From an optimization exercise on the open Yosys and OpenROAD flow, aimed at small area; shortcuts taken in it are not production practice. RTL that was checked went through simulation tests only; none was proved equivalent to the original. Function not checked in run 2: the RTL went through the layout flow alone. Power figures rest on the tool's default switching activity, not on a simulated workload.

==> flow/design.v, too long to show whole: its modules and the start of the top module <==
// module regfile: 40 lines
// module decode_stage: 82 lines
// module execute_stage: 34 lines
// module muladd: 2036 lines
// module memory_stage: 50 lines
// module pipe_top: 80 lines
module pipe_top (
  input  logic                            clk,
  input  logic                            rst_n,
  input  logic                            instr_valid,
  input  logic [isa_pkg::INSTR_W-1:0]     instr,
  output logic                            wb_valid,
  output logic [pipe_pkg::REG_ADDR_W-1:0] wb_rd,
  output logic [pipe_pkg::XLEN-1:0]       wb_data
);
  // ...
==> flow/flow/run.sh <==
#!/bin/bash
# Own layout flow: the standard ORFS flow (standard.sh) with these changes
# that only affect how the layout is built:
#  - synthesis is the standard flow's own script (synth_recipe.tcl, sourced unchanged) but
#    Yosys's ABC technology mapping runs an area-oriented script (area.abc),
#    and Yosys's synth skips its quick internal ABC pass (SYNTH_ARGS=-noabc)
#    so the full adders it extracts keep their polarity; registers are mapped
#    before ABC runs, so they are the standard ones
#  - the clock tree uses larger sink clusters (25 flops, 90 um) of clkbuf_16
#    and no dummy loads
#  - port buffers are buf_2 cells (every port still gets its own buffer)
# Every tool's output goes to orfs_make.log here and to orfs/logs/.
set -euo pipefail
W=$PWD
export FLOW_SYNTH_TCL="$W/synth_recipe.tcl"
export AREA_ABC_SCRIPT="$W/flow/area.abc"
export CTS_ARGS="-sink_clustering_enable -repair_clock_nets -dont_use_dummy_load -sink_clustering_size 25 -sink_clustering_max_diameter 90 -buf_list sky130_fd_sc_hd__clkbuf_16"
export SYNTH_ARGS="-noabc"
export BUFFER_PORTS_ARGS="-buffer_cell sky130_fd_sc_hd__buf_2"
sed "s#SYNTH_SCRIPT=$W/synth_recipe.tcl #SYNTH_SCRIPT=$W/flow/synth_area.tcl #" standard.sh > flow_standard.sh
grep -q "SYNTH_SCRIPT=$W/flow/synth_area.tcl " flow_standard.sh
bash flow_standard.sh > orfs_make.log 2>&1
==> flow/flow/area.abc <==
&get -n
&st
&syn2
&dch
&nf -R 1000
&put
==> flow/flow/synth_area.tcl <==
# The standard flow's synthesis script, unchanged, with ABC's mapping script replaced by
# the area-oriented one in AREA_ABC_SCRIPT
proc abc {args} {
  set i [lsearch -exact $args -script]
  if { $i >= 0 } {
    set args [lreplace $args $i [expr {$i + 1}] -script $::env(AREA_ABC_SCRIPT)]
  }
  yosys abc {*}$args
}
source $::env(FLOW_SYNTH_TCL)
==> flow/standard.sh <==
#!/bin/bash
# synth_recipe.tcl (not shown) runs the flow's synth.tcl, then flattens the netlist and writes it again
# the make line also repeats each setting of config.mk as NAME=value (left out here)
make -C /OpenROAD-flow-scripts/flow DESIGN_CONFIG=/design/flow/config.mk WORK_HOME=/design/flow/orfs CLKGATE_MAP_FILE= SYNTH_SCRIPT=/design/flow/synth_recipe.tcl "${@:-finish}"
==> flow/config.mk <==
export PLATFORM = sky130hd
export DESIGN_NAME = pipe_top
export DESIGN_NICKNAME = pipe_top
export VERILOG_FILES = /design/flow/design.v
export SDC_FILE = /design/flow/constraint.sdc
export NUM_CORES = 4
export LEC_CHECK = 0
export CAP_MARGIN = 20
export CORE_MARGIN = 2
export CORE_UTILIZATION = 45
export SLEW_MARGIN = 20
==> flow/constraint.sdc <==
create_clock -name core_clock -period 10.0 [get_ports {clk}]
set_input_delay 2.0000 -clock core_clock [delete_from_list [all_inputs] [get_ports {clk}]]
set_output_delay 2.0000 -clock core_clock [all_outputs]
set_load 0.01 [all_outputs]
==> reports/metrics.cfg, run 1 <==
[outcome]
run_status = timing/DRC/antenna clean

[cells_and_area]
regArea_um2 = 65000
synthToLayoutAreaGrowth_pct = 12.1
buffers = 593
top_register = i_memory.dmem
fin_area_um2 = 141000
nFillCells = 24600
num-nonclk-inverters = 24
seq_cell_count = 3239

[setup_path]
worst-r2r-cell-count = 38
crit_path_end = i_regfile.regs[22][31]$_DFF_P_
cpMostUsedCell = xnor2_1
regToRegSetupSlack_ns = 0.59
crit_path_end_kind = register
regToRegStartpoint = i_decode.x_b[5]$_DFF_P_

[drt]
drc = 0
dr_wl_met2_um = 234000

[clocking]
htree_levels = 4
cts_buffers = 163

[synthesis]
synthesis.area_um2 = 126000
ys_top_cells_by_area = dfxtp_1, a22o_1, a222oi_1
synth_edf_count = 0
synth-compound-area-share = 0.352
synthCells = 10800
synthTopCellsByCount = dfxtp_1, a22o_1, a22oi_1

[floorplanning]
die_w_um = 532
design.core.area_um2 = 277000
io_pins = 73

[power_and_ir_drop]
switching_share = 0.257
comb_power_share = 0.074
leakagePower_uw = 0.0515

[sta]
max_freq_mhz = 106
tns_ns = 0
relSlewSlack = 0.105

[hold_path]
hold_start = i_decode.s1_rd[0]$_DFF_P_
hold_depth = 0
min_to = i_decode.s2_rd[0]$_DFF_P_

[global_routing]
grt_max_degree = 72
busiest_layer = met2
met3_usage = 0.157
grt_pass1_wl_um = 824000

[placement]
dpl_cell_area_um2 = 136000
io_buffers = 70

==> module decode_stage, before the edit <==
module decode_stage (
  input  logic                             clk,
  input  logic                             rst_n,
  input  logic                             instr_valid,
  input  logic [isa_pkg::INSTR_W-1:0]      instr,
  output logic [pipe_pkg::REG_ADDR_W-1:0]  ra,
  output logic [pipe_pkg::REG_ADDR_W-1:0]  rb,
  input  logic [pipe_pkg::XLEN-1:0]        rdata_a,
  input  logic [pipe_pkg::XLEN-1:0]        rdata_b,
  input  logic                             x_we,
  input  logic [pipe_pkg::REG_ADDR_W-1:0]  x_rd,
  input  logic [pipe_pkg::XLEN-1:0]        x_result,
  output logic                             x_valid,
  output logic [isa_pkg::OP_W-2:0]         x_op,
  output logic [pipe_pkg::REG_ADDR_W-1:0]  x_rd_q,
  output logic [pipe_pkg::XLEN-1:0]        x_a,
  output logic [pipe_pkg::XLEN-1:0]        x_b,
  output logic [pipe_pkg::DMEM_ADDR_W-1:0] x_addr,
  output logic [pipe_pkg::XLEN-1:0]        x_link,
  output logic                             x_we_q,
  output logic                             x_st
);
  localparam int HI_W = IMM_W - DMEM_ADDR_W;
  logic                   s1_valid, s2_valid;
  logic [OP_W-2:0]        s1_op, s2_op;
  logic [REG_ADDR_W-1:0]  s1_rd, s2_rd;
  logic [REG_ADDR_W-1:0]  s1_ra, s2_ra;
  logic [HI_W-1:0]        s1_x, s2_x;
  logic [DMEM_ADDR_W-1:0] s1_lo, s2_lo;
  logic [OP_W-1:0]   op_in;
  logic [XLEN-1:0]   pc;
  logic [XLEN-1:0]   imm;
  logic              hit_a;
  logic              hit_b;
  logic              writes_rd;
  logic [XLEN-1:0]   a_fwd;
  assign op_in = instr[OP_LSB +: OP_W];
  always_ff @(posedge clk) begin
    s1_valid <= rst_n && instr_valid;
    s2_valid <= rst_n && s1_valid;
    s1_op    <= op_in[OP_W-1] ? '0 : op_in[OP_W-2:0];
    s1_rd    <= instr[RD_LSB +: REG_ADDR_W];
    s1_ra    <= instr[RA_LSB +: REG_ADDR_W];
    s1_x     <= (op_in == ADDI) ? instr[IMM_W-1:DMEM_ADDR_W] : instr[RB_LSB +: REG_ADDR_W];
    s1_lo    <= instr[DMEM_ADDR_W-1:0];
    s2_op    <= s1_op;
    s2_rd    <= s1_rd;
    s2_ra    <= s1_ra;
    s2_x     <= s1_x;
    s2_lo    <= s1_lo;
  end
  assign ra  = s2_ra;
  assign rb  = s2_x;
  assign imm = {{(XLEN-IMM_W){s2_x[HI_W-1]}}, s2_x, s2_lo};
  assign hit_a = x_we && (ra == x_rd);
  assign hit_b = x_we && (rb == x_rd);
  assign a_fwd = hit_a ? x_result : rdata_a;
  always_ff @(posedge clk) begin
    if (!rst_n) begin
      x_valid <= 1'b0;
      pc      <= '0;
    end else begin
      x_valid <= s2_valid;
      if (s2_valid) begin
        pc <= pc + 1'b1;
      end
    end
  end
  always_ff @(posedge clk) begin
    x_op   <= s2_op;
    x_rd_q <= s2_rd;
    x_addr <= a_fwd[DMEM_ADDR_W-1:0] + s2_lo;
    x_a    <= a_fwd;
    x_b    <= (s2_op == ADDI[OP_W-2:0]) ? imm : (hit_b ? x_result : rdata_b);
  end
  assign writes_rd = (x_op == ADD[OP_W-2:0]) || (x_op == SUB[OP_W-2:0]) ||
                     (x_op == MUL[OP_W-2:0]) || (x_op == ADDI[OP_W-2:0]) ||
                     (x_op == LD[OP_W-2:0]) || (x_op == LINK[OP_W-2:0]);
  assign x_we_q = x_valid && writes_rd && (x_rd_q != '0);
  assign x_st   = x_valid && (x_op == ST[OP_W-2:0]);
  assign x_link = pc;
endmodule
==> module execute_stage, before the edit <==
module execute_stage (
  input  logic [isa_pkg::OP_W-2:0]         op,
  input  logic [pipe_pkg::XLEN-1:0]        a,
  input  logic [pipe_pkg::XLEN-1:0]        b,
  input  logic [pipe_pkg::XLEN-1:0]        link,
  input  logic [pipe_pkg::XLEN-1:0]        ld_data,
  output logic [pipe_pkg::XLEN-1:0]        result
);
  logic            is_sub;
  logic            is_mul;
  logic            sel_arith;
  logic            sel_ld;
  logic            sel_link;
  logic [XLEN-1:0] bx;
  logic [XLEN-1:0] arith;
  assign is_sub    = (op == SUB[OP_W-2:0]);
  assign is_mul    = (op == MUL[OP_W-2:0]);
  assign sel_arith = (op == ADD[OP_W-2:0]) || (op == SUB[OP_W-2:0]) || (op == ADDI[OP_W-2:0]) || (op == MUL[OP_W-2:0]);
  assign sel_ld    = (op == LD[OP_W-2:0]);
  assign sel_link  = (op == LINK[OP_W-2:0]);
  assign bx = b ^ {XLEN{is_sub}};
  muladd i_muladd (
    .mul (is_mul),
    .a   (a),
    .b   (b),
    .x   (a),
    .y   (bx),
    .cin (is_sub),
    .s   (arith)
  );
  assign result = (arith   & {XLEN{sel_arith}})
                | (ld_data & {XLEN{sel_ld}})
                | (link    & {XLEN{sel_link}});
endmodule
==> module memory_stage, before the edit <==
module memory_stage (
  input  logic                            clk,
  input  logic                            rst_n,
  input  logic                            x_st,
  input  logic [pipe_pkg::DMEM_ADDR_W-1:0] addr,
  input  logic [pipe_pkg::XLEN-1:0]       st_data,
  output logic [pipe_pkg::XLEN-1:0]       ld_data,
  input  logic                            x_we,
  input  logic [pipe_pkg::REG_ADDR_W-1:0] x_rd,
  input  logic [pipe_pkg::XLEN-1:0]       x_result,
  output logic                            wb_valid,
  output logic [pipe_pkg::REG_ADDR_W-1:0] wb_rd,
  output logic [pipe_pkg::XLEN-1:0]       wb_data
);
  logic [XLEN-1:0]       dmem [DMEM_DEPTH];
  logic [DMEM_DEPTH-1:0] sel;
  logic [DMEM_DEPTH-1:0] load;
  logic [DMEM_DEPTH-1:0] hold;
  logic [XLEN-1:0]       d;
  always_comb begin
    for (int i = 0; i < DMEM_DEPTH; i++) begin
      sel[i]  = (addr == i[DMEM_ADDR_W-1:0]);
      load[i] = rst_n && x_st && sel[i];
      hold[i] = rst_n && !(x_st && sel[i]);
    end
  end
  assign d = st_data;
  always_ff @(posedge clk) begin
    for (int i = 0; i < DMEM_DEPTH; i++) begin
      dmem[i] <= (d & {XLEN{load[i]}}) | (dmem[i] & {XLEN{hold[i]}});
    end
  end
  always_comb begin
    ld_data = '0;
    for (int i = 0; i < DMEM_DEPTH; i++) begin
      ld_data = ld_data | (dmem[i] & {XLEN{sel[i]}});
    end
  end
  always_ff @(posedge clk) begin
    if (!rst_n) begin
      wb_valid <= 1'b0;
    end else begin
      wb_valid <= x_we;
    end
  end
  always_ff @(posedge clk) begin
    wb_rd   <= x_rd;
    wb_data <= x_result;
  end
endmodule
==> module pipe_top, before the edit <==
module pipe_top (
  input  logic                            clk,
  input  logic                            rst_n,
  input  logic                            instr_valid,
  input  logic [isa_pkg::INSTR_W-1:0]     instr,
  output logic                            wb_valid,
  output logic [pipe_pkg::REG_ADDR_W-1:0] wb_rd,
  output logic [pipe_pkg::XLEN-1:0]       wb_data
);
  logic                   x_valid;
  logic [OP_W-2:0]        x_op;
  logic [REG_ADDR_W-1:0]  x_rd;
  logic [XLEN-1:0]        x_a;
  logic [XLEN-1:0]        x_b;
  logic [XLEN-1:0]        x_link;
  logic                   x_we;
  logic                   x_st;
  logic [XLEN-1:0]        x_result;
  logic [REG_ADDR_W-1:0]  ra;
  logic [REG_ADDR_W-1:0]  rb;
  logic [XLEN-1:0]        rdata_a;
  logic [XLEN-1:0]        rdata_b;
  logic [XLEN-1:0]        ld_data;
  logic [DMEM_ADDR_W-1:0] addr;
  decode_stage i_decode (
    .clk         (clk),
    .rst_n       (rst_n),
    .instr_valid (instr_valid),
    .instr       (instr),
    .ra          (ra),
    .rb          (rb),
    .rdata_a     (rdata_a),
    .rdata_b     (rdata_b),
    .x_we        (x_we),
    .x_rd        (x_rd),
    .x_result    (x_result),
    .x_valid     (x_valid),
    .x_op        (x_op),
    .x_rd_q      (x_rd),
    .x_a         (x_a),
    .x_b         (x_b),
    .x_addr      (addr),
    .x_link      (x_link),
    .x_we_q      (x_we),
    .x_st        (x_st)
  );
  regfile i_regfile (
    .clk     (clk),
    .rst_n   (rst_n),
    .ra      (ra),
    .rb      (rb),
    .we      (x_we),
    .wr      (x_rd),
    .wdata   (x_result),
    .rdata_a (rdata_a),
    .rdata_b (rdata_b)
  );
  execute_stage i_execute (
    .op      (x_op),
    .a       (x_a),
    .b       (x_b),
    .link    (x_link),
    .ld_data (ld_data),
    .result  (x_result)
  );
  memory_stage i_memory (
    .clk      (clk),
    .rst_n    (rst_n),
    .x_st     (x_st),
    .addr     (addr),
    .st_data  (x_b),
    .ld_data  (ld_data),
    .x_we     (x_we),
    .x_rd     (x_rd),
    .x_result (x_result),
    .wb_valid (wb_valid),
    .wb_rd    (wb_rd),
    .wb_data  (wb_data)
  );
endmodule
==> run 2: changes to the inputs <==
--- a/flow/design.v
+++ b/flow/design.v
@@ -70,111 +70,74 @@
 import isa_pkg::*;
 import pipe_pkg::*;
 module decode_stage (
-  input  logic                             clk,
-  input  logic                             rst_n,
-  input  logic                             instr_valid,
-  input  logic [isa_pkg::INSTR_W-1:0]      instr,
-  output logic [pipe_pkg::REG_ADDR_W-1:0]  ra,
-  output logic [pipe_pkg::REG_ADDR_W-1:0]  rb,
-  input  logic [pipe_pkg::XLEN-1:0]        rdata_a,
-  input  logic [pipe_pkg::XLEN-1:0]        rdata_b,
-  input  logic                             x_we,
-  input  logic [pipe_pkg::REG_ADDR_W-1:0]  x_rd,
-  input  logic [pipe_pkg::XLEN-1:0]        x_result,
-  output logic                             x_valid,
-  output logic [isa_pkg::OP_W-2:0]         x_op,
-  output logic [pipe_pkg::REG_ADDR_W-1:0]  x_rd_q,
-  output logic [pipe_pkg::XLEN-1:0]        x_a,
-  output logic [pipe_pkg::XLEN-1:0]        x_b,
-  output logic [pipe_pkg::DMEM_ADDR_W-1:0] x_addr,
-  output logic [pipe_pkg::XLEN-1:0]        x_link,
-  output logic                             x_we_q,
-  output logic                             x_st
+  input  logic                            clk,
+  input  logic                            rst_n,
+  input  logic                            instr_valid,
+  input  logic [isa_pkg::INSTR_W-1:0]     instr,
+  output logic                            x_valid,
+  output logic [isa_pkg::OP_W-1:0]        x_op,
+  output logic [pipe_pkg::REG_ADDR_W-1:0] x_rd,
+  output logic [pipe_pkg::REG_ADDR_W-1:0] x_ra,
+  output logic [pipe_pkg::REG_ADDR_W-1:0] x_rb,
+  output logic [isa_pkg::IMM_W-1:0]       x_imm,
+  output logic [pipe_pkg::XLEN-1:0]       x_link,
+  output logic                            x_we,
+  output logic                            x_st
 );
-  localparam int HI_W = IMM_W - DMEM_ADDR_W;
-  logic                   s1_valid, s2_valid;
-  logic [OP_W-2:0]        s1_op, s2_op;
-  logic [REG_ADDR_W-1:0]  s1_rd, s2_rd;
-  logic [REG_ADDR_W-1:0]  s1_ra, s2_ra;
-  logic [HI_W-1:0]        s1_x, s2_x;
-  logic [DMEM_ADDR_W-1:0] s1_lo, s2_lo;
-  logic [OP_W-1:0]   op_in;
-  logic [XLEN-1:0]   pc;
-  logic [XLEN-1:0]   imm;
-  logic              hit_a;
-  logic              hit_b;
-  logic              writes_rd;
-  logic [XLEN-1:0]   a_fwd;
-  assign op_in = instr[OP_LSB +: OP_W];
-  always_ff @(posedge clk) begin
-    s1_valid <= rst_n && instr_valid;
-    s2_valid <= rst_n && s1_valid;
-    s1_op    <= op_in[OP_W-1] ? '0 : op_in[OP_W-2:0];
-    s1_rd    <= instr[RD_LSB +: REG_ADDR_W];
-    s1_ra    <= instr[RA_LSB +: REG_ADDR_W];
-    s1_x     <= (op_in == ADDI) ? instr[IMM_W-1:DMEM_ADDR_W] : instr[RB_LSB +: REG_ADDR_W];
-    s1_lo    <= instr[DMEM_ADDR_W-1:0];
-    s2_op    <= s1_op;
-    s2_rd    <= s1_rd;
-    s2_ra    <= s1_ra;
-    s2_x     <= s1_x;
-    s2_lo    <= s1_lo;
-  end
-  assign ra  = s2_ra;
-  assign rb  = s2_x;
-  assign imm = {{(XLEN-IMM_W){s2_x[HI_W-1]}}, s2_x, s2_lo};
-  assign hit_a = x_we && (ra == x_rd);
-  assign hit_b = x_we && (rb == x_rd);
-  assign a_fwd = hit_a ? x_result : rdata_a;
+  logic [XLEN-1:0] pc;
+  logic            writes_rd;
   always_ff @(posedge clk) begin
     if (!rst_n) begin
       x_valid <= 1'b0;
       pc      <= '0;
     end else begin
-      x_valid <= s2_valid;
-      if (s2_valid) begin
+      x_valid <= instr_valid;
+      if (instr_valid) begin
         pc <= pc + 1'b1;
       end
     end
   end
   always_ff @(posedge clk) begin
-    x_op   <= s2_op;
-    x_rd_q <= s2_rd;
-    x_addr <= a_fwd[DMEM_ADDR_W-1:0] + s2_lo;
-    x_a    <= a_fwd;
-    x_b    <= (s2_op == ADDI[OP_W-2:0]) ? imm : (hit_b ? x_result : rdata_b);
+    x_op  <= instr[OP_LSB +: OP_W];
+    x_rd  <= instr[RD_LSB +: REG_ADDR_W];
+    x_ra  <= instr[RA_LSB +: REG_ADDR_W];
+    x_rb  <= instr[RB_LSB +: REG_ADDR_W];
+    x_imm <= instr[IMM_W-1:0];
   end
-  assign writes_rd = (x_op == ADD[OP_W-2:0]) || (x_op == SUB[OP_W-2:0]) ||
-                     (x_op == MUL[OP_W-2:0]) || (x_op == ADDI[OP_W-2:0]) ||
-                     (x_op == LD[OP_W-2:0]) || (x_op == LINK[OP_W-2:0]);
-  assign x_we_q = x_valid && writes_rd && (x_rd_q != '0);
-  assign x_st   = x_valid && (x_op == ST[OP_W-2:0]);
+  assign writes_rd = (x_op == ADD) || (x_op == SUB) || (x_op == MUL) || (x_op == ADDI) ||
+                     (x_op == LD) || (x_op == LINK);
+  assign x_we   = x_valid && writes_rd && (x_rd != '0);
+  assign x_st   = x_valid && (x_op == ST);
   assign x_link = pc;
 endmodule
 `timescale 1ns/1ns
 import isa_pkg::*;
 import pipe_pkg::*;
 module execute_stage (
-  input  logic [isa_pkg::OP_W-2:0]         op,
+  input  logic [isa_pkg::OP_W-1:0]         op,
   input  logic [pipe_pkg::XLEN-1:0]        a,
   input  logic [pipe_pkg::XLEN-1:0]        b,
+  input  logic [isa_pkg::IMM_W-1:0]        imm,
   input  logic [pipe_pkg::XLEN-1:0]        link,
   input  logic [pipe_pkg::XLEN-1:0]        ld_data,
+  output logic [pipe_pkg::DMEM_ADDR_W-1:0] addr,
   output logic [pipe_pkg::XLEN-1:0]        result
 );
   logic            is_sub;
   logic            is_mul;
+  logic            use_imm;
   logic            sel_arith;
   logic            sel_ld;
   logic            sel_link;
   logic [XLEN-1:0] bx;
   logic [XLEN-1:0] arith;
-  assign is_sub    = (op == SUB[OP_W-2:0]);
-  assign is_mul    = (op == MUL[OP_W-2:0]);
-  assign sel_arith = (op == ADD[OP_W-2:0]) || (op == SUB[OP_W-2:0]) || (op == ADDI[OP_W-2:0]) || (op == MUL[OP_W-2:0]);
-  assign sel_ld    = (op == LD[OP_W-2:0]);
-  assign sel_link  = (op == LINK[OP_W-2:0]);
-  assign bx = b ^ {XLEN{is_sub}};
+  assign is_sub    = (op == SUB);
+  assign is_mul    = (op == MUL);
+  assign use_imm   = (op == ADDI);
+  assign sel_arith = (op == ADD) || (op == SUB) || (op == ADDI) || (op == MUL);
+  assign sel_ld    = (op == LD);
+  assign sel_link  = (op == LINK);
+  assign bx = use_imm ? {{(XLEN-IMM_W){imm[IMM_W-1]}}, imm} : (b ^ {XLEN{is_sub}});
   muladd i_muladd (
     .mul (is_mul),
     .a   (a),
@@ -184,6 +147,7 @@
     .cin (is_sub),
     .s   (arith)
   );
+  assign addr = a[DMEM_ADDR_W-1:0] + imm[DMEM_ADDR_W-1:0];
   assign result = (arith   & {XLEN{sel_arith}})
                 | (ld_data & {XLEN{sel_ld}})
                 | (link    & {XLEN{sel_link}});
@@ -838,30 +802,30 @@
   assign pp15_0 = (bo15 & a[0]) ^ bn15;
   logic pp15_1;
   assign pp15_1 = ((bo15 & a[1]) | (bt15 & a[0])) ^ bn15;
-  logic hs1;
-  assign hs1 = bn1 ^ pp0_2;
-  logic hc2;
-  assign hc2 = bn1 & pp0_2;
-  logic hs3;
-  assign hs3 = pp0_3 ^ pp1_1;
-  logic hc4;
-  assign hc4 = pp0_3 & pp1_1;
+  logic fs1;
+  assign fs1 = bn1 ^ pp0_2 ^ pp1_0;
+  logic fc2;
+  assign fc2 = (bn1 & pp0_2) | (bn1 & pp1_0) | (pp0_2 & pp1_0);
+  logic fs3;
+  assign fs3 = pp0_3 ^ pp1_1 ^ fc2;
+  logic fc4;
+  assign fc4 = (pp0_3 & pp1_1) | (pp0_3 & fc2) | (pp1_1 & fc2);
   logic fs5;
   assign fs5 = bn2 ^ pp0_4 ^ pp1_2;
   logic fc6;
   assign fc6 = (bn2 & pp0_4) | (bn2 & pp1_2) | (pp0_4 & pp1_2);
-  logic hs7;
-  assign hs7 = pp2_0 ^ hc4;
-  logic hc8;
-  assign hc8 = pp2_0 & hc4;
+  logic fs7;
+  assign fs7 = pp2_0 ^ fs5 ^ fc4;
+  logic fc8;
+  assign fc8 = (pp2_0 & fs5) | (pp2_0 & fc4) | (fs5 & fc4);
   logic fs9;
   assign fs9 = pp0_5 ^ pp1_3 ^ pp2_1;
   logic fc10;
   assign fc10 = (pp0_5 & pp1_3) | (pp0_5 & pp2_1) | (pp1_3 & pp2_1);
-  logic hs11;
-  assign hs11 = fc6 ^ fs9;
-  logic hc12;
-  assign hc12 = fc6 & fs9;
+  logic fs11;
+  assign fs11 = fc6 ^ fs9 ^ fc8;
+  logic fc12;
+  assign fc12 = (fc6 & fs9) | (fc6 & fc8) | (fs9 & fc8);
   logic fs13;
   assign fs13 = bn3 ^ pp0_6 ^ pp1_4;
   logic fc14;
@@ -870,10 +834,10 @@
   assign fs15 = pp2_2 ^ pp3_0 ^ fc10;
   logic fc16;
   assign fc16 = (pp2_2 & pp3_0) | (pp2_2 & fc10) | (pp3_0 & fc10);
-  logic hs17;
-  assign hs17 = fs13 ^ hc12;
-  logic hc18;
-  assign hc18 = fs13 & hc12;
+  logic fs17;
+  assign fs17 = fs13 ^ fs15 ^ fc12;
+  logic fc18;
+  assign fc18 = (fs13 & fs15) | (fs13 & fc12) | (fs15 & fc12);
   logic fs19;
   assign fs19 = pp0_7 ^ pp1_5 ^ pp2_3;
   logic fc20;
@@ -882,10 +846,10 @@
   assign fs21 = pp3_1 ^ fc14 ^ fs19;
   logic fc22;
   assign fc22 = (pp3_1 & fc14) | (pp3_1 & fs19) | (fc14 & fs19);
-  logic hs23;
-  assign hs23 = fc16 ^ fs21;
-  logic hc24;
-  assign hc24 = fc16 & fs21;
+  logic fs23;
+  assign fs23 = fc16 ^ fs21 ^ fc18;
+  logic fc24;
+  assign fc24 = (fc16 & fs21) | (fc16 & fc18) | (fs21 & fc18);
   logic fs25;
   assign fs25 = bn4 ^ pp0_8 ^ pp1_6;
   logic fc26;
@@ -898,10 +862,10 @@
   assign fs29 = fc20 ^ fs25 ^ fs27;
   logic fc30;
   assign fc30 = (fc20 & fs25) | (fc20 & fs27) | (fs25 & fs27);
-  logic hs31;
-  assign hs31 = fc22 ^ fs29;
-  logic hc32;
-  assign hc32 = fc22 & fs29;
+  logic fs31;
+  assign fs31 = fc22 ^ fs29 ^ fc24;
+  logic fc32;
+  assign fc32 = (fc22 & fs29) | (fc22 & fc24) | (fs29 & fc24);
   logic fs33;
   assign fs33 = pp0_9 ^ pp1_7 ^ pp2_5;
   logic fc34;
@@ -914,10 +878,10 @@
   assign fs37 = fc28 ^ fs33 ^ fc30;
   logic fc38;
   assign fc38 = (fc28 & fs33) | (fc28 & fc30) | (fs33 & fc30);
-  logic hs39;
-  assign hs39 = fs35 ^ hc32;
-  logic hc40;
-  assign hc40 = fs35 & hc32;
+  logic fs39;
+  assign fs39 = fs35 ^ fs37 ^ fc32;
+  logic fc40;
+  assign fc40 = (fs35 & fs37) | (fs35 & fc32) | (fs37 & fc32);
   logic fs41;
   assign fs41 = bn5 ^ pp0_10 ^ pp1_8;
   logic fc42;
@@ -934,10 +898,10 @@
   assign fs47 = fs43 ^ fc36 ^ fs45;
   logic fc48;
   assign fc48 = (fs43 & fc36) | (fs43 & fs45) | (fc36 & fs45);
-  logic hs49;
-  assign hs49 = fc38 ^ fs47;
-  logic hc50;
-  assign hc50 = fc38 & fs47;
+  logic fs49;
+  assign fs49 = fc38 ^ fs47 ^ fc40;
+  logic fc50;
+  assign fc50 = (fc38 & fs47) | (fc38 & fc40) | (fs47 & fc40);
   logic fs51;
   assign fs51 = pp0_11 ^ pp1_9 ^ pp2_7;
   logic fc52;
@@ -954,10 +918,10 @@
   assign fs57 = fs53 ^ fc46 ^ fs55;
   logic fc58;
   assign fc58 = (fs53 & fc46) | (fs53 & fs55) | (fc46 & fs55);
-  logic hs59;
-  assign hs59 = fc48 ^ fs57;
-  logic hc60;
-  assign hc60 = fc48 & fs57;
+  logic fs59;
+  assign fs59 = fc48 ^ fs57 ^ fc50;
+  logic fc60;
+  assign fc60 = (fc48 & fs57) | (fc48 & fc50) | (fs57 & fc50);
   logic fs61;
   assign fs61 = bn6 ^ pp0_12 ^ pp1_10;
   logic fc62;
@@ -978,10 +942,10 @@
   assign fs69 = fc56 ^ fs65 ^ fs67;
   logic fc70;
   assign fc70 = (fc56 & fs65) | (fc56 & fs67) | (fs65 & fs67);
-  logic hs71;
-  assign hs71 = fc58 ^ fs69;
-  logic hc72;
-  assign hc72 = fc58 & fs69;
+  logic fs71;
+  assign fs71 = fc58 ^ fs69 ^ fc60;
+  logic fc72;
+  assign fc72 = (fc58 & fs69) | (fc58 & fc60) | (fs69 & fc60);
   logic fs73;
   assign fs73 = pp0_13 ^ pp1_11 ^ pp2_9;
   logic fc74;
@@ -1002,10 +966,10 @@
   assign fs81 = fc68 ^ fs77 ^ fs79;
   logic fc82;
   assign fc82 = (fc68 & fs77) | (fc68 & fs79) | (fs77 & fs79);
-  logic hs83;
-  assign hs83 = fc70 ^ hc72;
-  logic hc84;
-  assign hc84 = fc70 & hc72;
+  logic fs83;
+  assign fs83 = fc70 ^ fs81 ^ fc72;
+  logic fc84;
+  assign fc84 = (fc70 & fs81) | (fc70 & fc72) | (fs81 & fc72);
   logic fs85;
   assign fs85 = bn7 ^ pp0_14 ^ pp1_12;
   logic fc86;
@@ -1030,10 +994,10 @@
   assign fs95 = fs91 ^ fc80 ^ fs93;
   logic fc96;
   assign fc96 = (fs91 & fc80) | (fs91 & fs93) | (fc80 & fs93);
-  logic hs97;
-  assign hs97 = fc82 ^ fs95;
-  logic hc98;
-  assign hc98 = fc82 & fs95;
+  logic fs97;
+  assign fs97 = fc82 ^ fs95 ^ fc84;
+  logic fc98;
+  assign fc98 = (fc82 & fs95) | (fc82 & fc84) | (fs95 & fc84);
   logic fs99;
   assign fs99 = pp0_15 ^ pp1_13 ^ pp2_11;
   logic fc100;
@@ -1058,10 +1022,10 @@
   assign fs109 = fs105 ^ fc94 ^ fs107;
   logic fc110;
   assign fc110 = (fs105 & fc94) | (fs105 & fs107) | (fc94 & fs107);
-  logic hs111;
-  assign hs111 = fc96 ^ fs109;
-  logic hc112;
-  assign hc112 = fc96 & fs109;
+  logic fs111;
+  assign fs111 = fc96 ^ fs109 ^ fc98;
+  logic fc112;
+  assign fc112 = (fc96 & fs109) | (fc96 & fc98) | (fs109 & fc98);
   logic fs113;
   assign fs113 = bn8 ^ pp0_16 ^ pp1_14;
   logic fc114;
@@ -1090,10 +1054,10 @@
   assign fs125 = fs121 ^ fc108 ^ fs123;
   logic fc126;
   assign fc126 = (fs121 & fc108) | (fs121 & fs123) | (fc108 & fs123);
-  logic hs127;
-  assign hs127 = fc110 ^ fs125;
-  logic hc128;
-  assign hc128 = fc110 & fs125;
+  logic fs127;
+  assign fs127 = fc110 ^ fs125 ^ fc112;
+  logic fc128;
+  assign fc128 = (fc110 & fs125) | (fc110 & fc112) | (fs125 & fc112);
   logic fs129;
   assign fs129 = pp0_17 ^ pp1_15 ^ pp2_13;
   logic fc130;
@@ -1122,10 +1086,10 @@
   assign fs141 = fs137 ^ fc124 ^ fs139;
   logic fc142;
   assign fc142 = (fs137 & fc124) | (fs137 & fs139) | (fc124 & fs139);
-  logic hs143;
-  assign hs143 = fc126 ^ fs141;
-  logic hc144;
-  assign hc144 = fc126 & fs141;
+  logic fs143;
+  assign fs143 = fc126 ^ fs141 ^ fc128;
+  logic fc144;
+  assign fc144 = (fc126 & fs141) | (fc126 & fc128) | (fs141 & fc128);
   logic fs145;
   assign fs145 = bn9 ^ pp0_18 ^ pp1_16;
   logic fc146;
@@ -1158,10 +1122,10 @@
   assign fs159 = fc140 ^ fs155 ^ fs157;
   logic fc160;
   assign fc160 = (fc140 & fs155) | (fc140 & fs157) | (fs155 & fs157);
-  logic hs161;
-  assign hs161 = fc142 ^ fs159;
-  logic hc162;
-  assign hc162 = fc142 & fs159;
+  logic fs161;
+  assign fs161 = fc142 ^ fs159 ^ fc144;
+  logic fc162;
+  assign fc162 = (fc142 & fs159) | (fc142 & fc144) | (fs159 & fc144);
   logic fs163;
   assign fs163 = pp0_19 ^ pp1_17 ^ pp2_15;
   logic fc164;
@@ -1194,10 +1158,10 @@
   assign fs177 = fc158 ^ fs173 ^ fs175;
   logic fc178;
   assign fc178 = (fc158 & fs173) | (fc158 & fs175) | (fs173 & fs175);
-  logic hs179;
-  assign hs179 = fc160 ^ fs177;
-  logic hc180;
-  assign hc180 = fc160 & fs177;
+  logic fs179;
+  assign fs179 = fc160 ^ fs177 ^ fc162;
+  logic fc180;
+  assign fc180 = (fc160 & fs177) | (fc160 & fc162) | (fs177 & fc162);
   logic fs181;
   assign fs181 = bn10 ^ pp0_20 ^ pp10_0;
   logic fc182;
@@ -1234,10 +1198,10 @@
   assign fs197 = fs193 ^ fc176 ^ fs195;
   logic fc198;
   assign fc198 = (fs193 & fc176) | (fs193 & fs195) | (fc176 & fs195);
-  logic hs199;
-  assign hs199 = fc178 ^ fs197;
-  logic hc200;
-  assign hc200 = fc178 & fs197;
+  logic fs199;
+  assign fs199 = fc178 ^ fs197 ^ fc180;
+  logic fc200;
+  assign fc200 = (fc178 & fs197) | (fc178 & fc180) | (fs197 & fc180);
   logic fs201;
   assign fs201 = pp0_21 ^ pp10_1 ^ pp1_19;
   logic fc202;
@@ -1274,10 +1238,10 @@
   assign fs217 = fs213 ^ fc196 ^ fs215;
   logic fc218;
   assign fc218 = (fs213 & fc196) | (fs213 & fs215) | (fc196 & fs215);
-  logic hs219;
-  assign hs219 = fc198 ^ fs217;
-  logic hc220;
-  assign hc220 = fc198 & fs217;
+  logic fs219;
+  assign fs219 = fc198 ^ fs217 ^ fc200;
+  logic fc220;
+  assign fc220 = (fc198 & fs217) | (fc198 & fc200) | (fs217 & fc200);
   logic fs221;
   assign fs221 = bn11 ^ pp0_22 ^ pp10_2;
   logic fc222;
@@ -1318,10 +1282,10 @@
   assign fs239 = fs235 ^ fc216 ^ fs237;
   logic fc240;
   assign fc240 = (fs235 & fc216) | (fs235 & fs237) | (fc216 & fs237);
-  logic hs241;
-  assign hs241 = fc218 ^ fs239;
-  logic hc242;
-  assign hc242 = fc218 & fs239;
+  logic fs241;
+  assign fs241 = fc218 ^ fs239 ^ fc220;
+  logic fc242;
+  assign fc242 = (fc218 & fs239) | (fc218 & fc220) | (fs239 & fc220);
   logic fs243;
   assign fs243 = pp0_23 ^ pp10_3 ^ pp11_1;
   logic fc244;
@@ -1362,10 +1326,10 @@
   assign fs261 = fs257 ^ fc238 ^ fs259;
   logic fc262;
   assign fc262 = (fs257 & fc238) | (fs257 & fs259) | (fc238 & fs259);
-  logic hs263;
-  assign hs263 = fc240 ^ fs261;
-  logic hc264;
-  assign hc264 = fc240 & fs261;
+  logic fs263;
+  assign fs263 = fc240 ^ fs261 ^ fc242;
+  logic fc264;
+  assign fc264 = (fc240 & fs261) | (fc240 & fc242) | (fs261 & fc242);
   logic fs265;
   assign fs265 = bn12 ^ pp0_24 ^ pp10_4;
   logic fc266;
@@ -1410,10 +1374,10 @@
   assign fs285 = fs281 ^ fc260 ^ fs283;
   logic fc286;
   assign fc286 = (fs281 & fc260) | (fs281 & fs283) | (fc260 & fs283);
-  logic hs287;
-  assign hs287 = fc262 ^ fs285;
-  logic hc288;
-  assign hc288 = fc262 & fs285;
+  logic fs287;
+  assign fs287 = fc262 ^ fs285 ^ fc264;
+  logic fc288;
+  assign fc288 = (fc262 & fs285) | (fc262 & fc264) | (fs285 & fc264);
   logic fs289;
   assign fs289 = pp0_25 ^ pp10_5 ^ pp11_3;
   logic fc290;
@@ -1458,10 +1422,10 @@
   assign fs309 = fs305 ^ fc284 ^ fs307;
   logic fc310;
   assign fc310 = (fs305 & fc284) | (fs305 & fs307) | (fc284 & fs307);
-  logic hs311;
-  assign hs311 = fc286 ^ fs309;
-  logic hc312;
-  assign hc312 = fc286 & fs309;
+  logic fs311;
+  assign fs311 = fc286 ^ fs309 ^ fc288;
+  logic fc312;
+  assign fc312 = (fc286 & fs309) | (fc286 & fc288) | (fs309 & fc288);
   logic fs313;
   assign fs313 = bn13 ^ pp0_26 ^ pp10_6;
   logic fc314;
@@ -1510,10 +1474,10 @@
   assign fs335 = fs331 ^ fc308 ^ fs333;
   logic fc336;
   assign fc336 = (fs331 & fc308) | (fs331 & fs333) | (fc308 & fs333);
-  logic hs337;
-  assign hs337 = fc310 ^ fs335;
-  logic hc338;
-  assign hc338 = fc310 & fs335;
+  logic fs337;
+  assign fs337 = fc310 ^ fs335 ^ fc312;
+  logic fc338;
+  assign fc338 = (fc310 & fs335) | (fc310 & fc312) | (fs335 & fc312);
   logic fs339;
   assign fs339 = pp0_27 ^ pp10_7 ^ pp11_5;
   logic fc340;
@@ -1562,10 +1526,10 @@
   assign fs361 = fc334 ^ fs357 ^ fs359;
   logic fc362;
   assign fc362 = (fc334 & fs357) | (fc334 & fs359) | (fs357 & fs359);
-  logic hs363;
-  assign hs363 = fc336 ^ fs361;
-  logic hc364;
-  assign hc364 = fc336 & fs361;
+  logic fs363;
+  assign fs363 = fc336 ^ fs361 ^ fc338;
+  logic fc364;
+  assign fc364 = (fc336 & fs361) | (fc336 & fc338) | (fs361 & fc338);
   logic fs365;
   assign fs365 = bn14 ^ pp0_28 ^ pp10_8;
   logic fc366;
@@ -1618,10 +1582,10 @@
   assign fs389 = fc360 ^ fs385 ^ fs387;
   logic fc390;
   assign fc390 = (fc360 & fs385) | (fc360 & fs387) | (fs385 & fs387);
-  logic hs391;
-  assign hs391 = fc362 ^ hc364;
-  logic hc392;
-  assign hc392 = fc362 & hc364;
+  logic fs391;
+  assign fs391 = fc362 ^ fs389 ^ fc364;
+  logic fc392;
+  assign fc392 = (fc362 & fs389) | (fc362 & fc364) | (fs389 & fc364);
   logic fs393;
   assign fs393 = pp0_29 ^ pp10_9 ^ pp11_7;
   logic fc394;
@@ -1674,10 +1638,10 @@
   assign fs417 = fs413 ^ fc388 ^ fs415;
   logic fc418;
   assign fc418 = (fs413 & fc388) | (fs413 & fs415) | (fc388 & fs415);
-  logic hs419;
-  assign hs419 = fc390 ^ fs417;
-  logic hc420;
-  assign hc420 = fc390 & fs417;
+  logic fs419;
+  assign fs419 = fc390 ^ fs417 ^ fc392;
+  logic fc420;
+  assign fc420 = (fc390 & fs417) | (fc390 & fc392) | (fs417 & fc392);
   logic fs421;
   assign fs421 = bn15 ^ pp0_30 ^ pp10_10;
   logic fc422;
@@ -1734,10 +1698,10 @@
   assign fs447 = fs443 ^ fc416 ^ fs445;
   logic fc448;
   assign fc448 = (fs443 & fc416) | (fs443 & fs445) | (fc416 & fs445);
-  logic hs449;
-  assign hs449 = fc418 ^ fs447;
-  logic hc450;
-  assign hc450 = fc418 & fs447;
+  logic fs449;
+  assign fs449 = fc418 ^ fs447 ^ fc420;
+  logic fc450;
+  assign fc450 = (fc418 & fs447) | (fc418 & fc420) | (fs447 & fc420);
   logic fs451;
   assign fs451 = pp0_31 ^ pp10_11 ^ pp11_9;
   logic fs452;
@@ -1766,8 +1730,8 @@
   assign fs463 = fs460 ^ fs461 ^ fc444;
   logic fs464;
   assign fs464 = fs462 ^ fc446 ^ fs463;
-  logic hs465;
-  assign hs465 = fc448 ^ fs464;
+  logic fs465;
+  assign fs465 = fc448 ^ fs464 ^ fc450;
   logic fx0;
   assign fx0 = mul ? bn0 : x[0];
   logic fy0;
@@ -1777,125 +1741,125 @@
   logic fy1;
   assign fy1 = mul ? 1'b0 : y[1];
   logic fx2;
-  assign fx2 = mul ? pp1_0 : x[2];
+  assign fx2 = mul ? fs1 : x[2];
   logic fy2;
-  assign fy2 = mul ? hs1 : y[2];
+  assign fy2 = mul ? 1'b0 : y[2];
   logic fx3;
-  assign fx3 = mul ? hc2 : x[3];
+  assign fx3 = mul ? fs3 : x[3];
   logic fy3;
-  assign fy3 = mul ? hs3 : y[3];
+  assign fy3 = mul ? 1'b0 : y[3];
   logic fx4;
-  assign fx4 = mul ? fs5 : x[4];
+  assign fx4 = mul ? fs7 : x[4];
   logic fy4;
-  assign fy4 = mul ? hs7 : y[4];
+  assign fy4 = mul ? 1'b0 : y[4];
   logic fx5;
-  assign fx5 = mul ? hc8 : x[5];
+  assign fx5 = mul ? fs11 : x[5];
   logic fy5;
-  assign fy5 = mul ? hs11 : y[5];
+  assign fy5 = mul ? 1'b0 : y[5];
   logic fx6;
-  assign fx6 = mul ? fs15 : x[6];
+  assign fx6 = mul ? fs17 : x[6];
   logic fy6;
-  assign fy6 = mul ? hs17 : y[6];
+  assign fy6 = mul ? 1'b0 : y[6];
   logic fx7;
-  assign fx7 = mul ? hc18 : x[7];
+  assign fx7 = mul ? fs23 : x[7];
   logic fy7;
-  assign fy7 = mul ? hs23 : y[7];
+  assign fy7 = mul ? 1'b0 : y[7];
   logic fx8;
-  assign fx8 = mul ? hc24 : x[8];
+  assign fx8 = mul ? fs31 : x[8];
   logic fy8;
-  assign fy8 = mul ? hs31 : y[8];
+  assign fy8 = mul ? 1'b0 : y[8];
   logic fx9;
-  assign fx9 = mul ? fs37 : x[9];
+  assign fx9 = mul ? fs39 : x[9];
   logic fy9;
-  assign fy9 = mul ? hs39 : y[9];
+  assign fy9 = mul ? 1'b0 : y[9];
   logic fx10;
-  assign fx10 = mul ? hc40 : x[10];
+  assign fx10 = mul ? fs49 : x[10];
   logic fy10;
-  assign fy10 = mul ? hs49 : y[10];
+  assign fy10 = mul ? 1'b0 : y[10];
   logic fx11;
-  assign fx11 = mul ? hc50 : x[11];
+  assign fx11 = mul ? fs59 : x[11];
   logic fy11;
-  assign fy11 = mul ? hs59 : y[11];
+  assign fy11 = mul ? 1'b0 : y[11];
   logic fx12;
-  assign fx12 = mul ? hc60 : x[12];
+  assign fx12 = mul ? fs71 : x[12];
   logic fy12;
-  assign fy12 = mul ? hs71 : y[12];
+  assign fy12 = mul ? 1'b0 : y[12];
   logic fx13;
-  assign fx13 = mul ? fs81 : x[13];
+  assign fx13 = mul ? fs83 : x[13];
   logic fy13;
-  assign fy13 = mul ? hs83 : y[13];
+  assign fy13 = mul ? 1'b0 : y[13];
   logic fx14;
-  assign fx14 = mul ? hc84 : x[14];
+  assign fx14 = mul ? fs97 : x[14];
   logic fy14;
-  assign fy14 = mul ? hs97 : y[14];
+  assign fy14 = mul ? 1'b0 : y[14];
   logic fx15;
-  assign fx15 = mul ? hc98 : x[15];
+  assign fx15 = mul ? fs111 : x[15];
   logic fy15;
-  assign fy15 = mul ? hs111 : y[15];
+  assign fy15 = mul ? 1'b0 : y[15];
   logic fx16;
-  assign fx16 = mul ? hc112 : x[16];
+  assign fx16 = mul ? fs127 : x[16];
   logic fy16;
-  assign fy16 = mul ? hs127 : y[16];
+  assign fy16 = mul ? 1'b0 : y[16];
   logic fx17;
-  assign fx17 = mul ? hc128 : x[17];
+  assign fx17 = mul ? fs143 : x[17];
   logic fy17;
-  assign fy17 = mul ? hs143 : y[17];
+  assign fy17 = mul ? 1'b0 : y[17];
   logic fx18;
-  assign fx18 = mul ? hc144 : x[18];
+  assign fx18 = mul ? fs161 : x[18];
   logic fy18;
-  assign fy18 = mul ? hs161 : y[18];
+  assign fy18 = mul ? 1'b0 : y[18];
   logic fx19;
-  assign fx19 = mul ? hc162 : x[19];
+  assign fx19 = mul ? fs179 : x[19];
   logic fy19;
-  assign fy19 = mul ? hs179 : y[19];
+  assign fy19 = mul ? 1'b0 : y[19];
   logic fx20;
-  assign fx20 = mul ? hc180 : x[20];
+  assign fx20 = mul ? fs199 : x[20];
   logic fy20;
-  assign fy20 = mul ? hs199 : y[20];
+  assign fy20 = mul ? 1'b0 : y[20];
   logic fx21;
-  assign fx21 = mul ? hc200 : x[21];
+  assign fx21 = mul ? fs219 : x[21];
   logic fy21;
-  assign fy21 = mul ? hs219 : y[21];
+  assign fy21 = mul ? 1'b0 : y[21];
   logic fx22;
-  assign fx22 = mul ? hc220 : x[22];
+  assign fx22 = mul ? fs241 : x[22];
   logic fy22;
-  assign fy22 = mul ? hs241 : y[22];
+  assign fy22 = mul ? 1'b0 : y[22];
   logic fx23;
-  assign fx23 = mul ? hc242 : x[23];
+  assign fx23 = mul ? fs263 : x[23];
   logic fy23;
-  assign fy23 = mul ? hs263 : y[23];
+  assign fy23 = mul ? 1'b0 : y[23];
   logic fx24;
-  assign fx24 = mul ? hc264 : x[24];
+  assign fx24 = mul ? fs287 : x[24];
   logic fy24;
-  assign fy24 = mul ? hs287 : y[24];
+  assign fy24 = mul ? 1'b0 : y[24];
   logic fx25;
-  assign fx25 = mul ? hc288 : x[25];
+  assign fx25 = mul ? fs311 : x[25];
   logic fy25;
-  assign fy25 = mul ? hs311 : y[25];
+  assign fy25 = mul ? 1'b0 : y[25];
   logic fx26;
-  assign fx26 = mul ? hc312 : x[26];
+  assign fx26 = mul ? fs337 : x[26];
   logic fy26;
-  assign fy26 = mul ? hs337 : y[26];
+  assign fy26 = mul ? 1'b0 : y[26];
   logic fx27;
-  assign fx27 = mul ? hc338 : x[27];
+  assign fx27 = mul ? fs363 : x[27];
   logic fy27;
-  assign fy27 = mul ? hs363 : y[27];
+  assign fy27 = mul ? 1'b0 : y[27];
   logic fx28;
-  assign fx28 = mul ? fs389 : x[28];
+  assign fx28 = mul ? fs391 : x[28];
   logic fy28;
-  assign fy28 = mul ? hs391 : y[28];
+  assign fy28 = mul ? 1'b0 : y[28];
   logic fx29;
-  assign fx29 = mul ? hc392 : x[29];
+  assign fx29 = mul ? fs419 : x[29];
   logic fy29;
-  assign fy29 = mul ? hs419 : y[29];
+  assign fy29 = mul ? 1'b0 : y[29];
   logic fx30;
-  assign fx30 = mul ? hc420 : x[30];
+  assign fx30 = mul ? fs449 : x[30];
   logic fy30;
-  assign fy30 = mul ? hs449 : y[30];
+  assign fy30 = mul ? 1'b0 : y[30];
   logic fx31;
-  assign fx31 = mul ? hc450 : x[31];
+  assign fx31 = mul ? fs465 : x[31];
   logic fy31;
-  assign fy31 = mul ? hs465 : y[31];
+  assign fy31 = mul ? 1'b0 : y[31];
   logic g0_0;
   assign g0_0 = fx0 & fy0;
   logic p0_0;
@@ -2247,6 +2211,9 @@
   logic [DMEM_DEPTH-1:0] load;
   logic [DMEM_DEPTH-1:0] hold;
   logic [XLEN-1:0]       d;
+  logic                  v1, v2;
+  logic [REG_ADDR_W-1:0] rd1, rd2;
+  logic [XLEN-1:0]       res1, res2;
   always_comb begin
     for (int i = 0; i < DMEM_DEPTH; i++) begin
       sel[i]  = (addr == i[DMEM_ADDR_W-1:0]);
@@ -2268,14 +2235,22 @@
   end
   always_ff @(posedge clk) begin
     if (!rst_n) begin
+      v1       <= 1'b0;
+      v2       <= 1'b0;
       wb_valid <= 1'b0;
     end else begin
-      wb_valid <= x_we;
+      v1       <= x_we;
+      v2       <= v1;
+      wb_valid <= v2;
     end
   end
   always_ff @(posedge clk) begin
-    wb_rd   <= x_rd;
-    wb_data <= x_result;
+    rd1     <= x_rd;
+    res1    <= x_result;
+    rd2     <= rd1;
+    res2    <= res1;
+    wb_rd   <= rd2;
+    wb_data <= res2;
   end
 endmodule
 `timescale 1ns/1ns
@@ -2290,48 +2265,40 @@
   output logic [pipe_pkg::REG_ADDR_W-1:0] wb_rd,
   output logic [pipe_pkg::XLEN-1:0]       wb_data
 );
-  logic                   x_valid;
-  logic [OP_W-2:0]        x_op;
-  logic [REG_ADDR_W-1:0]  x_rd;
-  logic [XLEN-1:0]        x_a;
-  logic [XLEN-1:0]        x_b;
-  logic [XLEN-1:0]        x_link;
-  logic                   x_we;
-  logic                   x_st;
-  logic [XLEN-1:0]        x_result;
-  logic [REG_ADDR_W-1:0]  ra;
-  logic [REG_ADDR_W-1:0]  rb;
-  logic [XLEN-1:0]        rdata_a;
-  logic [XLEN-1:0]        rdata_b;
-  logic [XLEN-1:0]        ld_data;
+  logic                  x_valid;
+  logic [OP_W-1:0]       x_op;
+  logic [REG_ADDR_W-1:0] x_rd;
+  logic [REG_ADDR_W-1:0] x_ra;
+  logic [REG_ADDR_W-1:0] x_rb;
+  logic [IMM_W-1:0]      x_imm;
+  logic [XLEN-1:0]       x_link;
+  logic                  x_we;
+  logic                  x_st;
+  logic [XLEN-1:0]       x_result;
+  logic [XLEN-1:0]       rdata_a;
+  logic [XLEN-1:0]       rdata_b;
+  logic [XLEN-1:0]       ld_data;
   logic [DMEM_ADDR_W-1:0] addr;
   decode_stage i_decode (
     .clk         (clk),
     .rst_n       (rst_n),
     .instr_valid (instr_valid),
     .instr       (instr),
-    .ra          (ra),
-    .rb          (rb),
-    .rdata_a     (rdata_a),
-    .rdata_b     (rdata_b),
-    .x_we        (x_we),
-    .x_rd        (x_rd),
-    .x_result    (x_result),
     .x_valid     (x_valid),
     .x_op        (x_op),
-    .x_rd_q      (x_rd),
-    .x_a         (x_a),
-    .x_b         (x_b),
-    .x_addr      (addr),
+    .x_rd        (x_rd),
+    .x_ra        (x_ra),
+    .x_rb        (x_rb),
+    .x_imm       (x_imm),
     .x_link      (x_link),
-    .x_we_q      (x_we),
+    .x_we        (x_we),
     .x_st        (x_st)
   );
   regfile i_regfile (
     .clk     (clk),
     .rst_n   (rst_n),
-    .ra      (ra),
-    .rb      (rb),
+    .ra      (x_ra),
+    .rb      (x_rb),
     .we      (x_we),
     .wr      (x_rd),
     .wdata   (x_result),
@@ -2340,10 +2307,12 @@
   );
   execute_stage i_execute (
     .op      (x_op),
-    .a       (x_a),
-    .b       (x_b),
+    .a       (rdata_a),
+    .b       (rdata_b),
+    .imm     (x_imm),
     .link    (x_link),
     .ld_data (ld_data),
+    .addr    (addr),
     .result  (x_result)
   );
   memory_stage i_memory (
@@ -2351,7 +2320,7 @@
     .rst_n    (rst_n),
     .x_st     (x_st),
     .addr     (addr),
-    .st_data  (x_b),
+    .st_data  (rdata_b),
     .ld_data  (ld_data),
     .x_we     (x_we),
     .x_rd     (x_rd),
==> flow/run.sh (new file) <==
#!/bin/bash
# synth_recipe.tcl (not shown) runs the flow's synth.tcl, then flattens the netlist and writes it again
# the make line also repeats each setting of config.mk as NAME=value (left out here)
make -C /OpenROAD-flow-scripts/flow DESIGN_CONFIG=/design/flow/config.mk WORK_HOME=/design/flow/orfs CLKGATE_MAP_FILE= SYNTH_SCRIPT=/design/flow/synth_recipe.tcl finish
--- a/flow/config.mk
+++ b/flow/config.mk
@@ -7,5 +7,6 @@
 export LEC_CHECK = 0
 export CAP_MARGIN = 20
 export CORE_MARGIN = 2
-export CORE_UTILIZATION = 45
+export CORE_UTILIZATION = 55
+export PLACE_DENSITY = 0.65
 export SLEW_MARGIN = 20
removed: flow/flow/run.sh
removed: flow/flow/area.abc
removed: flow/flow/synth_area.tcl
removed: flow/standard.sh
==> run 2 against run 1 <==
- the run now fails in global routing
- synthesized cell count up 30%
- synthesized area is 8.1% higher
==> reports/metrics.cfg, run 2 <==
[synthesis]
synth_ff_type = dfxtp_1
synthArstFlopShare = 0
synth_top_area_share = 0.475
synthCells = 14000  ; +30%
synth-seq-cells = 3217
synth_fp_nets = 14300
yosysTopAreaCell = dfxtp_1
ys_top_cells_by_area = dfxtp_1, a22o_1, a22oi_1
syn_avg_cell_area_um2 = 9.68
yosys_warnings = 5
synthesis.area_um2 = 136000  ; +8.1%
yosysSeqAreaShare = 0.475
synth.distinct_cells = 90
synth_most_common_cell = dfxtp_1
synthTopCellsByCount = dfxtp_1, a22o_1, nand2_1
synth_edf_count = 0  ; unchanged

[clocking]
root_buffer = clkbuf_16
cts.sinks = 3217
clock_path_buffers = 4
cts_buffers = 341  ; +110%
htree_levels = 5  ; +1

[outcome]
run_status = aborted with a tool error
firstError = [ERROR GRT-0232] Routing congestion too high. Check the congestion heatmap in the GUI.
haltStage = global routing

[global_routing]
grt_max_degree = 66
track_usage = 0.689
grt_overflow = 1

[floorplanning]
die_h_um = 501
initial_utilization = 0.553
die_w_um = 501  ; -5.9%
io_pins = 73  ; unchanged
num_rows = 182

[placement]
hpwlAfterDp_um = 546000
dpl_cell_area_um2 = 153000  ; +12%
io_buffers = 70  ; unchanged
gp_congestion = 1.15

-- run 2: routing by layer --
metal | track usage | overflow
met4 | 0.658 | 0
met3 | 0.491 | 0
met1 | 0.734 | 0
met2 | 0.850 | 1
met5 | 0.214 | 0
-- run 2: cells by family after synthesis --
logic type | count (synthesis) | share of synthesized area
AO/OA/AOI/OAI | 5504 | 0.311
XOR/XNOR | 357 | 0.0235
AND/OR/NAND/NOR | 2704 | 0.0913
multiplexers | 61 | 0.00456
adder cells (fa/ha/maj) | 290 | 0.0401
buffers and inverters | 1884 | 0.0548
flip-flops | 3217 | 0.475
-- run 2: per-stage QoR --
step	std cells	setup slack, ns	total power, uW
floorplan	14000	-4.41	13600
global placement	17600	-5.66	14600
detailed placement	17600	-5.47	14600
CTS	18200	-4.86	27400
-- run 2: repair_timing --
| action | in CTS |
|---|---|
| hold buffers | 0 |
| endpoints found under the setup margin | 576 |
| gates resized for setup | 91 |
| cloned | 7 |
| hold endpoints to repair | 0 |
| setup buffers | 22 |
| pin swaps | 31 |
-- run 2: power by group through the flow --
stage,Combinational [uW],Sequential [uW],Clock [uW]
after floorplan,492,13100,0
after detailed placement,1480,13200,0
after global placement,1470,13200,0
after CTS,1520,12900,13000
-- run 2: worst max-delay path by stage --
| stage | start | endpoint | slack, ns |
|---|---|---|---|
| floorplan | i_decode.x_rb[1]$_DFF_P_ | i_regfile.regs[10][31]$_DFF_P_ | -4.41 |
| global placement | i_decode.x_rb[2]$_DFF_P_ | i_regfile.regs[16][31]$_DFF_P_ | -5.66 |
| detailed placement | i_decode.x_rb[2]$_DFF_P_ | i_regfile.regs[16][31]$_DFF_P_ | -5.47 |
| CTS | i_decode.x_rb[2]$_DFF_P_ | i_regfile.regs[16][31]$_DFF_P_ | -4.86 |

==> separate check: timing with driven ports <==
The flow's constraints put no driver on any port. The routed layout listed below was extracted and timed again, unchanged, in two steps. Step 1 sets driving cells, clkbuf_16 on the clock port and buf_2 on the other inputs (assumed; they add their load-dependent delay and slew). Step 2 adds t to the input delays and takes it off the output delays; t is the mean of the earliest and latest rising clock arrival at the registers after step 1. Input paths then give back, and output paths get back, about the clock's delay inside the block. Slacks: ideal / step 1 / step 2; pairs: ideal / step 1.
run: run 1
shift t [ns]: 0.952
slack for setup (ns): 0.587 / 0.587 / 0.587
worst register clock-pin slew, ns: 0.11 / 0.11
worst slew at a driven data input, ns: 0.09
pins driven straight from the clock port: 1
After both steps setup and hold are still met in run 1. For run 1, drivers alone change the setup slack by 0.000 ns; drivers and shift together by 0.000 ns.
